Source: an optimization exercise on an open RTL-to-GDS flow (aim: small area, a short achievable clock period and few clock cycles). Production flows keep margins and buffers that such runs may drop. At most, simulation tests tie the RTL to the original design; equivalence was not proved.

Setup of north:
==> flow/design.v <==
`default_nettype none
package store_pkg;
  localparam int unsigned BUS_NIBBLES = 16;
  localparam int unsigned BUS_BYTES   = 8;
  localparam int unsigned BUS_NB_W    = 4;
  localparam int unsigned SEQ_NIBBLES = 32;
  localparam int unsigned SEQ_NB_W    = 5;
  typedef struct packed {
    logic [SEQ_NIBBLES-1:0][3:0] nb;
    logic [SEQ_NIBBLES-1:0]      en;
  } seq_entry_t;
  typedef struct packed {
    logic [BUS_NB_W-1:0] addr_off;
    logic                is_head;
    logic [BUS_NB_W:0]   lbn;
    logic                is_last;
    logic                is_final;
  } txn_beat_t;
  typedef struct packed {
    logic [7:0] vstart;
    logic [1:0] eew;
  } meta_t;
  typedef struct packed {
    logic [4*BUS_NIBBLES-1:0] data;
    logic [BUS_BYTES-1:0]     strb;
    logic                     last;
  } w_beat_t;
  typedef struct packed {
    logic                load;
    logic [SEQ_NB_W-1:0] load_ptr;
    logic                advance;
    logic [BUS_NB_W:0]   adv_cnt;
    logic                bus_clear;
    logic                seq_clear;
  } cursor_cmd_t;
  typedef struct packed {
    logic [BUS_NB_W:0]   start;
    logic [BUS_NB_W:0]   upper;
    logic [SEQ_NB_W-1:0] seq_ptr;
  } pack_win_t;
endpackage
`default_nettype wire
`timescale 1ns/1ps
`default_nettype none
module seq_store_top (
  input  wire logic                  clk_i,
  input  wire logic                  rst_ni,
  input  wire logic                  rx_deshfu_valid_i,
  output logic                       rx_deshfu_ready_o,
  input  wire store_pkg::seq_entry_t rx_deshfu_i,
  input  wire logic                  txn_valid_i,
  output logic                       txn_ready_o,
  input  wire store_pkg::txn_beat_t  txn_i,
  input  wire logic                  meta_valid_i,
  output logic                       meta_ready_o,
  input  wire store_pkg::meta_t      meta_i,
  output logic                       axi_w_valid_o,
  input  wire logic                  axi_w_ready_i,
  output store_pkg::w_beat_t         axi_w_o
);
  logic        in_req_q;
  logic        hold_q;
  logic [4:0]  ptr_q;
  logic [15:0][3:0] hi_nb_q;
  logic [15:0]      hi_en_q;
  logic        out_valid_q;
  store_pkg::w_beat_t out_q;
  logic        tq_valid_q;
  logic [3:0]  tq_lower_q;
  logic [4:0]  tq_upper_q;
  logic        tq_last_q;
  logic        tq_final_q;
  logic [4:0]  sum_q;     
  logic        span_q;    
  logic        ge17_q;    
  logic        ge32_q;    
  logic [4:0]  rot_q;     
  logic base;
  logic straddle;
  logic slot_free;
  logic need_x;
  logic step;
  logic capture;
  logic take_x;
  logic fin;
  logic load_meta;
  logic load_tq;
  assign base      = in_req_q && tq_valid_q;
  assign straddle     = !hold_q && span_q;
  assign slot_free = !out_valid_q || axi_w_ready_i;
  assign need_x    = !hold_q || span_q;
  assign fin       = tq_final_q;
  assign capture   = base && straddle && rx_deshfu_valid_i;
  assign step      = base && !straddle && slot_free && (!need_x || rx_deshfu_valid_i);
  assign take_x    = capture || (step && (fin ? need_x : (!hold_q && ge17_q)));
  assign load_meta = meta_valid_i && (!in_req_q || (step && fin));
  assign load_tq   = txn_valid_i && txn_ready_o;
  assign txn_ready_o       = !tq_valid_q || step;
  assign rx_deshfu_ready_o = (base && straddle)
                             || (base && !straddle && slot_free
                                 && (fin ? need_x : (!hold_q && ge17_q)));
  assign meta_ready_o      = !in_req_q || (step && fin);
  logic [4:0] meta_off;
  logic [4:0] ptr_n;
  logic [3:0] lower_n;
  logic [4:0] upper_n;
  always_comb begin
    case (meta_i.eew)
      2'd0:    meta_off = {meta_i.vstart[3:0], 1'b0};
      2'd1:    meta_off = {meta_i.vstart[2:0], 2'b0};
      2'd2:    meta_off = {meta_i.vstart[1:0], 3'b0};
      default: meta_off = {meta_i.vstart[0], 4'b0};
    endcase
  end
  logic [3:0] lower_p;
  logic [4:0] upper_p;
  logic [4:0] ptr_c;
  logic [3:0] lower_c;
  logic [4:0] upper_c;
  logic [5:0] sum_a;
  logic [5:0] sum_b;
  logic [5:0] sum_c;
  logic [4:0] rot_a;
  logic [4:0] rot_b;
  logic [4:0] rot_c;
  assign lower_p = txn_i.is_head ? txn_i.addr_off : 4'd0;
  assign upper_p = txn_i.is_last ? txn_i.lbn : 5'd16;
  assign ptr_c   = in_req_q ? ptr_q : meta_off;
  assign lower_c = tq_valid_q ? tq_lower_q : lower_p;
  assign upper_c = tq_valid_q ? tq_upper_q : upper_p;
  assign sum_a = {1'b0, sum_q} + {1'b0, upper_p} - {2'b0, lower_p};
  assign sum_b = {1'b0, meta_off} + {1'b0, upper_p} - {2'b0, lower_p};
  assign sum_c = {1'b0, ptr_c} + {1'b0, upper_c} - {2'b0, lower_c};
  assign rot_a = sum_q - {1'b0, lower_p};
  assign rot_b = meta_off - {1'b0, lower_p};
  assign rot_c = ptr_c - {1'b0, lower_c};
  always_comb begin
    if (step) begin
      ptr_n   = fin ? meta_off : sum_q;
      lower_n = lower_p;
      upper_n = upper_p;
    end else begin
      ptr_n   = ptr_c;
      lower_n = lower_c;
      upper_n = upper_c;
    end
  end
  logic [5:0] sum_s;
  logic [4:0] rot_s;
  always_comb begin
    if (step) begin
      sum_s = fin ? sum_b : sum_a;
      rot_s = fin ? rot_b : rot_a;
    end else begin
      sum_s = sum_c;
      rot_s = rot_c;
    end
  end
  always_ff @(posedge clk_i or negedge rst_ni) begin
    if (!rst_ni) begin
      in_req_q   <= 1'b0;
      hold_q     <= 1'b0;
      tq_valid_q <= 1'b0;
    end else begin
      if (capture) begin
        hold_q <= 1'b1;
      end else if (step) begin
        if (fin) begin
          hold_q <= 1'b0;
        end else if (hold_q) begin
          hold_q <= !ge32_q;
        end else begin
          hold_q <= ge17_q && !ge32_q;
        end
      end
      if (load_meta) begin
        in_req_q <= 1'b1;
      end else if (step && fin) begin
        in_req_q <= 1'b0;
      end
      if (txn_ready_o) begin
        tq_valid_q <= txn_valid_i;
      end
    end
  end
  always_ff @(posedge clk_i) begin
    ptr_q  <= ptr_n;
    sum_q  <= sum_s[4:0];
    span_q <= step ? (fin ? sum_b > 6'd32 : sum_a > 6'd32) : sum_c > 6'd32;
    ge17_q <= step ? (fin ? sum_b >= 6'd17 : sum_a >= 6'd17) : sum_c >= 6'd17;
    ge32_q <= sum_s[5];
    rot_q  <= rot_s;
    if (load_tq) begin
      tq_lower_q <= lower_n;
      tq_upper_q <= upper_n;
      tq_last_q  <= txn_i.is_last;
      tq_final_q <= txn_i.is_final;
    end
  end
  always_ff @(posedge clk_i) begin
    if (take_x) begin
      for (int j = 0; j < 16; j++) begin
        hi_nb_q[j] <= rx_deshfu_i.nb[16+j];
      end
      hi_en_q <= rx_deshfu_i.en[31:16];
    end
  end
  logic [31:0][4:0] view;
  always_comb begin
    for (int j = 0; j < 32; j++) begin
      if (j >= 17 && hold_q) begin
        view[j] = {hi_en_q[j-16], hi_nb_q[j-16]};
      end else begin
        view[j] = {rx_deshfu_i.en[j], rx_deshfu_i.nb[j]};
      end
    end
  end
  logic [30:0][4:0] r4;
  logic [22:0][4:0] r3;
  logic [18:0][4:0] r2;
  logic [16:0][4:0] r1;
  logic [15:0][4:0] r0;
  always_comb begin
    for (int k = 0; k < 31; k++) r4[k] = rot_q[4] ? view[(k+16)%32] : view[k];
    for (int k = 0; k < 23; k++) r3[k] = rot_q[3] ? r4[k+8] : r4[k];
    for (int k = 0; k < 19; k++) r2[k] = rot_q[2] ? r3[k+4] : r3[k];
    for (int k = 0; k < 17; k++) r1[k] = rot_q[1] ? r2[k+2] : r2[k];
    for (int k = 0; k < 16; k++) r0[k] = rot_q[0] ? r1[k+1] : r1[k];
  end
  logic [15:0][3:0] bus_nb;
  logic [15:0]      bus_en;
  logic [7:0]       bus_strb;
  always_comb begin
    for (int i = 0; i < 16; i++) begin
      if (4'(i) >= tq_lower_q && 5'(i) < tq_upper_q) begin
        bus_nb[i] = r0[i][3:0];
        bus_en[i] = r0[i][4];
      end else begin
        bus_nb[i] = 4'd0;
        bus_en[i] = 1'b0;
      end
    end
    for (int k = 0; k < 8; k++) begin
      bus_strb[k] = bus_en[2*k] | bus_en[2*k+1];
    end
  end
  always_ff @(posedge clk_i or negedge rst_ni) begin
    if (!rst_ni) begin
      out_valid_q <= 1'b0;
    end else if (step) begin
      out_valid_q <= 1'b1;
    end else if (axi_w_ready_i) begin
      out_valid_q <= 1'b0;
    end
  end
  always_ff @(posedge clk_i) begin
    if (step) begin
      out_q.data <= bus_nb;
      out_q.strb <= bus_strb;
      out_q.last <= tq_last_q;
    end
  end
  assign axi_w_valid_o = out_valid_q;
  assign axi_w_o       = out_q;
endmodule
`default_nettype wire
Settings: LEC_CHECK=0, CAP_MARGIN=20, CORE_MARGIN=2, CORE_UTILIZATION=60, SETUP_SLACK_MARGIN=3.3, SLEW_MARGIN=20; clock period 6.3 ns.
standard.sh (not shown) runs the stock make flow with config.mk's settings and CLKGATE_MAP_FILE= SYNTH_SCRIPT=/design/flow/synth_recipe.tcl, a recipe that flattens the netlist after the stock synthesis.
==> flow/flow/run.sh <==
#!/bin/bash
# Standard ORFS layout, with the port buffers inserted as the smallest buffer
# (the resizer still upsizes any that timing needs).
set -euo pipefail
export BUFFER_PORTS_ARGS="-buffer_cell sky130_fd_sc_hd__buf_1"
bash standard.sh finish > standard_flow.log 2>&1
Testbench counts of north, summed over its fixed seeds: cycles 8,605.
Inputs modified between north and south:
==> flow/run.sh (new file) <==
#!/bin/bash
# synth_recipe.tcl (not shown) runs the flow's synth.tcl, then flattens the netlist and writes it again
# the make line also repeats each setting of config.mk as NAME=value (left out here)
make -C /OpenROAD-flow-scripts/flow DESIGN_CONFIG=/design/flow/config.mk WORK_HOME=/design/flow/orfs CLKGATE_MAP_FILE= SYNTH_SCRIPT=/design/flow/synth_recipe.tcl finish
--- a/flow/config.mk
+++ b/flow/config.mk
@@ -10,2 +10,2 @@
-export CORE_UTILIZATION = 60
-export SETUP_SLACK_MARGIN = 3.3
+export CORE_UTILIZATION = 40
+export SETUP_SLACK_MARGIN = 3.0
removed: flow/flow/run.sh
removed: flow/standard.sh
- north has completed all stages; timing, DRC and antenna checks passed.
- south was carried through to the last stage, and its layout satisfied the timing, DRC and antenna checks.
- Looking at beginning of the critical path, the rx_deshfu_valid_i result is from south; the axi_w_ready_i one comes from north.
- Summary of south over north: die boundary width shows an increase of 22%; synthesis-to-layout area growth climbed 10 points.
- Between north and south, the critical path's largest stage delay does not differ in any meaningful way.
Input changes introduced in east (baseline for comparison: south):
==> flow/flow/run.sh (new file) <==
#!/bin/bash
# Standard ORFS layout, with the port buffers inserted as the smallest buffer
# (the resizer still upsizes any that timing needs).
set -euo pipefail
export BUFFER_PORTS_ARGS="-buffer_cell sky130_fd_sc_hd__buf_1"
bash standard.sh finish > standard_flow.log 2>&1
==> flow/standard.sh (new file) <==
#!/bin/bash
# synth_recipe.tcl (not shown) runs the flow's synth.tcl, then flattens the netlist and writes it again
# the make line also repeats each setting of config.mk as NAME=value (left out here)
make -C /OpenROAD-flow-scripts/flow DESIGN_CONFIG=/design/flow/config.mk WORK_HOME=/design/flow/orfs CLKGATE_MAP_FILE= SYNTH_SCRIPT=/design/flow/synth_recipe.tcl "${@:-finish}"
--- a/flow/config.mk
+++ b/flow/config.mk
@@ -10 +10 @@
-export CORE_UTILIZATION = 40
+export CORE_UTILIZATION = 60
removed: flow/run.sh
## What came out
- south -> east: number of ordinary and repair buffers in the finished layout decreased by a few percent
- met2 routing resource usage after global routing for east: 18 points up relative to south
- east reached the end of the flow, and the finished layout is clean on the timing, DRC and antenna checks.
- The pin slew with the least headroom to its limit reported for east is smaller than that of south by 0.021 ns.
- Going from south to east, maximum frequency from static timing analysis went up 2.5%, worst path setup slack after routing went up 0.086 ns, clock tree buffer count of the final layout went down 1.
- Delta (east minus south): area enclosed by the die boundary now smaller, final standard cell utilization of the core now larger, number of clock sinks comparable, total of fill cells in the finished design now smaller.

---

Another version of the RTL of seq_store_top (not shown whole).
For scale: about 1300 cells after synthesis, about 160 flip-flops, roughly 270 I/O pins, ~0.014 mm2 of cells after synthesis.
// seq_store_top
module seq_store_top (
  input  wire logic                  clk_i,
  input  wire logic                  rst_ni,
  input  wire logic                  rx_deshfu_valid_i,
  output logic                       rx_deshfu_ready_o,
  input  wire store_pkg::seq_entry_t rx_deshfu_i,
  input  wire logic                  txn_valid_i,
  output logic                       txn_ready_o,
  input  wire store_pkg::txn_beat_t  txn_i,
  input  wire logic                  meta_valid_i,
  output logic                       meta_ready_o,
  input  wire store_pkg::meta_t      meta_i,
  output logic                       axi_w_valid_o,
  input  wire logic                  axi_w_ready_i,
  output store_pkg::w_beat_t         axi_w_o
);
Settings: LEC_CHECK=0, ABC_CLOCK_PERIOD_IN_PS=3500, CAP_MARGIN=20, CORE_MARGIN=2, CORE_UTILIZATION=40, SETUP_SLACK_MARGIN=2.8, SLEW_MARGIN=20, TNS_END_PERCENT=100; clock period 6.3 ns.
run.sh (not shown) runs the stock make flow with config.mk's settings and CLKGATE_MAP_FILE= SYNTH_SCRIPT=/design/flow/synth_recipe.tcl, a recipe that flattens the netlist after the stock synthesis.
Stock flow here: none of the scripts above is used.
Testbench counts at the start, summed over its fixed seeds: cycles 8,605.
Then changed:
--- a/flow/config.mk
+++ b/flow/config.mk
@@ -7,3 +7,3 @@
 export LEC_CHECK = 0
-export ABC_CLOCK_PERIOD_IN_PS = 3500
+export ABC_CLOCK_PERIOD_IN_PS = 4000
 export CAP_MARGIN = 20
@@ -11,3 +11,3 @@
 export CORE_UTILIZATION = 40
-export SETUP_SLACK_MARGIN = 2.8
+export SETUP_SLACK_MARGIN = 2.2
 export SLEW_MARGIN = 20
The new run went through all stages and came out clean; non-clock buffer count came out lower by 40; clock-buffer cell count grows by 1; worst setup slack improved by 0.028 ns; global-route usage went down by 1.9 points; register-to-register slack loses 0.22 ns; area after synthesis is unchanged; flip-flop and latch count stays the same; wire length came out lower by about 9%; utilization decreases by 3.9 points.
Then changed:
--- a/flow/config.mk
+++ b/flow/config.mk
@@ -7,3 +7,2 @@
 export LEC_CHECK = 0
-export ABC_CLOCK_PERIOD_IN_PS = 4000
 export CAP_MARGIN = 20
@@ -11,4 +10,2 @@
 export CORE_UTILIZATION = 40
-export SETUP_SLACK_MARGIN = 2.2
 export SLEW_MARGIN = 20
-export TNS_END_PERCENT = 100
Via count drops by 6.0%.
Worst hold slack hardly moves.
Sequential share of layout area climbs by 3.9 points.
Utilization drops by 9.0 points.
Clock-buffer cell count drops by 1.
Wire length drops by 7.6%.
Clock skew hardly moves.
Fmax drops by 8.3%.
Die area does not change.

---

Another version of the RTL of seq_store_top (not shown whole).
Size: ~270 I/O pins.
## seq_store_top
module seq_store_top (
  input  wire logic                  clk_i,
  input  wire logic                  rst_ni,
  input  wire logic                  rx_deshfu_valid_i,
  output logic                       rx_deshfu_ready_o,
  input  wire store_pkg::seq_entry_t rx_deshfu_i,
  input  wire logic                  txn_valid_i,
  output logic                       txn_ready_o,
  input  wire store_pkg::txn_beat_t  txn_i,
  input  wire logic                  meta_valid_i,
  output logic                       meta_ready_o,
  input  wire store_pkg::meta_t      meta_i,
  output logic                       axi_w_valid_o,
  input  wire logic                  axi_w_ready_i,
  output store_pkg::w_beat_t         axi_w_o
);
  logic        in_req_q;
  logic        hold_q;
  logic [4:0]  ptr_q;
  logic [15:0][3:0] hi_nb_q;
  logic [15:0]      hi_en_q;
  logic        out_valid_q;
  store_pkg::w_beat_t out_q;
  logic        tq_valid_q;
  logic [3:0]  tq_lower_q;
  ...
Settings: LEC_CHECK=0, CAP_MARGIN=20, CORE_MARGIN=2, CORE_UTILIZATION=60, SETUP_SLACK_MARGIN=3.3, SLEW_MARGIN=20; clock period 6.3 ns.
standard.sh (not shown) runs the stock make flow with config.mk's settings and CLKGATE_MAP_FILE= SYNTH_SCRIPT=/design/flow/synth_recipe.tcl, a recipe that flattens the netlist after the stock synthesis.
==> flow/flow/run.sh <==
#!/bin/bash
# Standard ORFS layout, with the port buffers inserted as the smallest buffer
# (the resizer still upsizes any that timing needs).
set -euo pipefail
export BUFFER_PORTS_ARGS="-buffer_cell sky130_fd_sc_hd__buf_1"
bash standard.sh finish > standard_flow.log 2>&1
Edit:
Settings changed: ABC_AREA set to 1.
Effect:
- The changed run ran to the end with no violations
- critical path depth increases by 1
- first-iteration DRC count increases by 23%
- count of clock-buffer cells in the layout goes up by 3
- utilization is lower by 0.76 points
- worst setup slack gets worse by 53 ps
- via count came out higher by 25%
- wire length came out higher by 13%
- global-route usage grows by 4.5 points
- register-to-register slack improved by 100 ps
- non-clock buffer count increases by 1
Edit:
==> flow/flow/run.sh (replaced) <==
#!/bin/bash
# Standard ORFS layout, with the port buffers inserted as the smallest buffer
# (the resizer still upsizes any that timing needs), and power recovery after
# global routing, which downsizes gates that are off the critical paths.
set -euo pipefail
export BUFFER_PORTS_ARGS="-buffer_cell sky130_fd_sc_hd__buf_1"
export RECOVER_POWER=100
bash standard.sh finish > standard_flow.log 2>&1
Settings changed: ABC_AREA 1 to not set.
The new run finished but failed the layout checks on max-capacitance violations, max-slew violations; non-clock buffer count decreases by 1; routed wire length decreases by roughly a tenth; global-route usage decreases by 4.5 points; hold slack improves by 9.7 ps.
No functional check of the RTL was part of any run of this note.

==> separate check: timing with driven ports <==
Ports are ideal in the flow. The routed layouts listed here were re-timed in OpenROAD. Step 1 sets driving cells, clkbuf_16 on the clock port and buf_2 on the other inputs (assumed; they add their load-dependent delay and slew). Step 2 times the ports against the registers' clock, not the clock port: input delays grow and output delays shrink by t, the midpoint of the rising clock arrivals with the driver on. Slacks: ideal ports / drivers / drivers and shift; pairs: ideal ports / drivers.
| run | t, ns | setup slack, ns | worst setup path at the end | latest minus earliest clock arrival (ns) | worst slew at a driven data input, ns |
|---|---|---|---|---|---|
| north | 0.510 | 2.762 / 2.716 / 2.299 | input to register | 0.021 / 0.021 | 0.08 |
| south | 0.514 | 2.754 / 2.686 / 2.459 | input to register | 0.009 / 0.010 | 0.07 |
| east | 0.504 | 2.841 / 2.790 / 2.452 | input to register | 0.015 / 0.014 | 0.07 |
| the first run of note 2 | 0.508 | 0.670 / 0.611 / 0.298 | input to register | 0.013 / 0.013 | 0.07 |
| the second run of note 2 | 0.505 | 0.698 / 0.657 / 0.657 | input to output | 0.013 / 0.014 | 0.05 |
| the third run of note 2 | 0.508 | 0.187 / 0.159 / 0.159 | input to output | 0.014 / 0.013 | 0.06 |
| the first run of note 3 | 0.559 | 3.034 / 3.005 / 2.777 | input to register | 0.017 / 0.017 | 0.09 |
| the second run of note 3 | 0.583 | 2.981 / 2.948 / 2.948 | input to output | 0.020 / 0.020 | 0.12 |
| the third run of note 3 | 0.562 | 1.895 / 1.925 / 1.363 | input to register | 0.022 / 0.022 | 0.10 |
The setup slack of the third run of note 3, which loses most, moves by +0.030 ns with the drivers and by -0.532 ns with both steps.
